What follows belongs to an exercise in optimizing a design on an open flow for small area, a short achievable clock period and few clock cycles per item; a production flow would make more cautious choices. Where RTL was checked, it was by simulation tests only, not by an equivalence proof against the original. Power is estimated from default activity; no workload was simulated.

==> flow/design.v (excerpt) <==
module goldschmidt_ctrl #(
    parameter int ITERS = 5
) (
    input  logic        clk,
    input  logic        rst_n,
    input  logic        start,
    input  logic [15:0] n,
    input  logic [15:0] d,
    output logic        busy,
    output logic        done,
    output logic [15:0] q,
    output logic        dbz
);
    localparam int K = 2;
    logic [15:0] dr;
    logic [15:0] rr;
    logic [15:0] qr;
    logic [2:0] cnt;
    logic        sat;
    logic [2:0] cnt0;
    logic [31:0] ld;
    logic [15:0] rn;
    logic [15:0] qn;
    assign sat = (n[15:8] >= d);
    always_comb begin
        ld   = 32'(n) << 8;
        cnt0 = 3'd7;
        if ((|d[15:12])) begin
            ld   = 32'(n) << 12;
            cnt0 = 3'd5;
        end
        if ((|d[15:14])) begin
            ld   = 32'(n) << 14;
            cnt0 = 3'd4;
        end
    end
    always_comb begin
        logic [16:0] t;
        rn = rr;
        qn = qr;
        for (int i = 0; i < K; i++) begin
            t  = {rn, qn[15]} - {1'b0, dr};
            rn = t[16] ? {rn[14:0], qn[15]} : t[15:0];
            qn = {qn[14:0], ~t[16]};
        end
    end
    always_ff @(posedge clk) begin
        if (!rst_n) begin
            busy <= 1'b0;
            done <= 1'b0;
        end else begin
            done <= 1'b0;
            if (!busy) begin
                if (start) begin
                    if (sat) done <= 1'b1;
                    else     busy <= 1'b1;
                end
            end else if (cnt == '0) begin
  ...
Size in the first run: ~480 cells after synthesis, roughly 54 I/O pins, about 4200 um^2 of cells after synthesis.
Settings: LEC_CHECK=0, CAP_MARGIN=20, CORE_MARGIN=2, CORE_UTILIZATION=40, SLEW_MARGIN=20, SETUP_SLACK_MARGIN=7.5; clock period 11.5 ns.
standard.sh (not shown) runs the stock make flow with config.mk's settings and CLKGATE_MAP_FILE= SYNTH_SCRIPT=/design/flow/synth_recipe.tcl, a recipe that flattens the netlist after the stock synthesis.
==> flow/flow/run.sh <==
#!/bin/bash
set -e
cat standard.sh > standard_copy.log
echo "export SETUP_SLACK_MARGIN = 7.5" >> "$FLOW_CONFIG"
bash standard.sh > standard.log 2>&1
The first run went through all stages and came out clean.
==> next run, changes <==
==> flow/flow/run.sh (replaced) <==
#!/bin/bash
set -euo pipefail
echo 'export BUFFER_PORTS_ARGS = -buffer_cell sky130_fd_sc_hd__buf_2' >> "$FLOW_CONFIG"
bash standard.sh > standard.log 2>&1
Settings changed: BUFFER_PORTS_ARGS set to -buffer_cell sky130_fd_sc_hd__buf_2, SETUP_SLACK_MARGIN 7.5 to not set.
Effect:
- hold slack barely changes
- non-clock buffer count drops by 33
- utilization drops by 9.7 points
- total power drops by 19%
- worst setup slack degrades by 780 ps
- wire length drops by about 13%
- count of clock-buffer cells in the layout does not change
- area after synthesis is unchanged
Function was not checked in any run of this note: the RTL went through the layout flow alone.

========
run A:
Another version of the RTL of goldschmidt_ctrl (not shown whole).
Size in the first run: about 54 I/O pins, ~5500 µm² of cells after synthesis.
## goldschmidt_ctrl
module goldschmidt_ctrl #(
    parameter int ITERS = 5
) (
    input  logic        clk,
    input  logic        rst_n,
    input  logic        start,
    input  logic [15:0] n,
    input  logic [15:0] d,
    output logic        busy,
    output logic        done,
    output logic [15:0] q,
    output logic        dbz
);
==> flow/config.mk <==
export PLATFORM = sky130hd
export DESIGN_NAME = goldschmidt_ctrl
export DESIGN_NICKNAME = goldschmidt_ctrl
export VERILOG_FILES = /design/flow/design.v
export SDC_FILE = /design/flow/constraint.sdc
export NUM_CORES = 4
export LEC_CHECK = 0
export CAP_MARGIN = 20
export CORE_MARGIN = 2
export CORE_UTILIZATION = 65
export SLEW_MARGIN = 20
export BUFFER_PORTS_ARGS = -buffer_cell sky130_fd_sc_hd__buf_1
export SETUP_SLACK_MARGIN = 8.1
==> flow/constraint.sdc <==
create_clock -name core_clock -period 11.5 [get_ports {clk}]
set_input_delay 2.3000 -clock core_clock [delete_from_list [all_inputs] [get_ports {clk}]]
set_output_delay 2.3000 -clock core_clock [all_outputs]
set_load 0.01 [all_outputs]
==> flow/flow/run.sh <==
#!/bin/bash
set -euo pipefail
echo 'export BUFFER_PORTS_ARGS = -buffer_cell sky130_fd_sc_hd__buf_1' >> "$FLOW_CONFIG"
echo 'export SETUP_SLACK_MARGIN = 8.1' >> "$FLOW_CONFIG"
for stage in synth floorplan place cts grt route finish; do
    bash standard.sh "$stage" > "log_$stage.txt" 2>&1
done
Testbench counts of run A, summed over its fixed seeds: cycles 13,556, items 2,400.
## Diff of input files: run P against run A
Settings: setting CTS_CLUSTER_SIZE to 60 for the first time; setting CTS_CLUSTER_DIAMETER to 300 for the first time.
-- flow/flow/run.sh --
<<< run A, line 5
for stage in synth floorplan place cts grt route finish; do
    bash standard.sh "$stage" > "log_$stage.txt" 2>&1
done
>>> run P, line 5
bash standard.sh > standard.log 2>&1
Run P: full flow OK, the timing, design-rule and antenna checks passed
Diff run A -> run P: tapcell count shows no meaningful change; met3 routing resource usage after global routing barely changed.
Comparing run P against run A, there is no change at all in final critical-path share of the clock period.
Comparing run P against run A, there is no change at all in number of nets still failing antenna checks after routing.
Re clock-buffer cell count: no difference whatsoever between run P and run A.

========
## main
The RTL this note starts from:
==> flow/design.v <==
module goldschmidt_ctrl #(
    parameter int ITERS = 5
) (
    input  logic        clk,
    input  logic        rst_n,
    input  logic        start,
    input  logic [15:0] n,
    input  logic [15:0] d,
    output logic        busy,
    output logic        done,
    output logic [15:0] q,
    output logic        dbz
);
    localparam int K = 2;
    logic [15:0] dr;
    logic [15:0] rr;
    logic [15:0] qr;
    logic [2:0] cnt;
    logic        sat;
    logic [2:0] cnt0;
    logic [31:0] ld;
    logic [15:0] rn;
    logic [15:0] qn;
    assign sat = (n[15:8] >= d);
    always_comb begin
        ld   = 32'(n) << 8;
        cnt0 = 3'd7;
        if ((|d[15:12])) begin
            ld   = 32'(n) << 12;
            cnt0 = 3'd5;
        end
        if ((|d[15:14])) begin
            ld   = 32'(n) << 14;
            cnt0 = 3'd4;
        end
    end
    always_comb begin
        logic [16:0] t;
        rn = rr;
        qn = qr;
        for (int i = 0; i < K; i++) begin
            t  = {rn, qn[15]} - {1'b0, dr};
            rn = t[16] ? {rn[14:0], qn[15]} : t[15:0];
            qn = {qn[14:0], ~t[16]};
        end
    end
    always_ff @(posedge clk) begin
        if (!rst_n) begin
            busy <= 1'b0;
            done <= 1'b0;
        end else begin
            done <= 1'b0;
            if (!busy) begin
                if (start) begin
                    if (sat) done <= 1'b1;
                    else     busy <= 1'b1;
                end
            end else if (cnt == '0) begin
                busy <= 1'b0;
                done <= 1'b1;
            end
        end
    end
    always_ff @(posedge clk) begin
        if (!busy) begin
            dr  <= d;
            rr  <= ld[31:16];
            qr  <= sat ? 16'hFFFF : ld[15:0];
            cnt <= cnt0;
            dbz <= (d == 16'd0);
        end else begin
            rr  <= rn;
            qr  <= qn;
            cnt <= cnt - 1'b1;
            dbz <= 1'b0;
        end
    end
    assign q = qr;
endmodule
Settings: LEC_CHECK=0, CAP_MARGIN=20, CORE_MARGIN=2, CORE_UTILIZATION=40, SLEW_MARGIN=20; clock period 11.5 ns.
run.sh (not shown) runs the stock make flow with config.mk's settings and CLKGATE_MAP_FILE= SYNTH_SCRIPT=/design/flow/synth_recipe.tcl, a recipe that flattens the netlist after the stock synthesis.
Stock flow here: none of the scripts above is used.
main: done, clean on timing, DRC and antenna
diff inputs: main => the feature branch
- BUFFER_PORTS_ARGS: unset -> -buffer_cell sky130_fd_sc_hd__buf_1
==> flow/flow/run.sh (new file) <==
#!/bin/bash
set -euo pipefail
echo 'export BUFFER_PORTS_ARGS = -buffer_cell sky130_fd_sc_hd__buf_1' >> "$FLOW_CONFIG"
bash standard.sh > standard.log 2>&1
==> flow/standard.sh (new file) <==
#!/bin/bash
# synth_recipe.tcl (not shown) runs the flow's synth.tcl, then flattens the netlist and writes it again
# the make line also repeats each setting of config.mk as NAME=value (left out here)
make -C /OpenROAD-flow-scripts/flow DESIGN_CONFIG=/design/flow/config.mk WORK_HOME=/design/flow/orfs CLKGATE_MAP_FILE= SYNTH_SCRIPT=/design/flow/synth_recipe.tcl "${@:-finish}"
removed: flow/run.sh
Switching share of power up 0.57 points in the feature branch wrt main. The feature branch and main ended up with roughly the same final standard cell count with taps included and fillers excluded. main -> the feature branch: leakage power of the design decreased by a few percent.
Function was not checked in any run of this note: the RTL went through the layout flow alone.

## port drivers added, routing unchanged
How much do the figures lean on ideal ports? The routed layouts below were timed once more, with nothing changed but the port constraints. Step 1 sets driving cells, clkbuf_16 on the clock port and buf_2 on the other inputs (assumed; they add their load-dependent delay and slew). Step 2 adds t to the input delays and takes it off the output delays; t is the mean of the earliest and latest rising clock arrival at the registers after step 1. Input paths then give back, and output paths get back, about the clock's delay inside the block. Slacks: ideal ports / drivers / drivers and shift; pairs: ideal ports / drivers.
run	t, ns	slack for setup (ns)	slew at the worst register clock pin (ns)	worst data-port slew with drivers (ns)	pins driven straight from the clock port
the first run of note 1	0.337	6.811 / 6.811 / 6.811	0.11 / 0.11	0.05	1
the second run of note 1	0.328	6.030 / 6.030 / 6.030	0.10 / 0.10	0.04	1
run A	0.336	8.018 / 7.963 / 7.627	0.11 / 0.11	0.08	1
run P	0.336	8.018 / 7.963 / 7.627	0.11 / 0.11	0.08	1
main	0.349	5.874 / 5.874 / 5.874	0.11 / 0.11	0.04	1
the feature branch	0.340	6.057 / 6.057 / 6.057	0.10 / 0.10	0.03	1
After both steps every run listed still meets setup and hold.
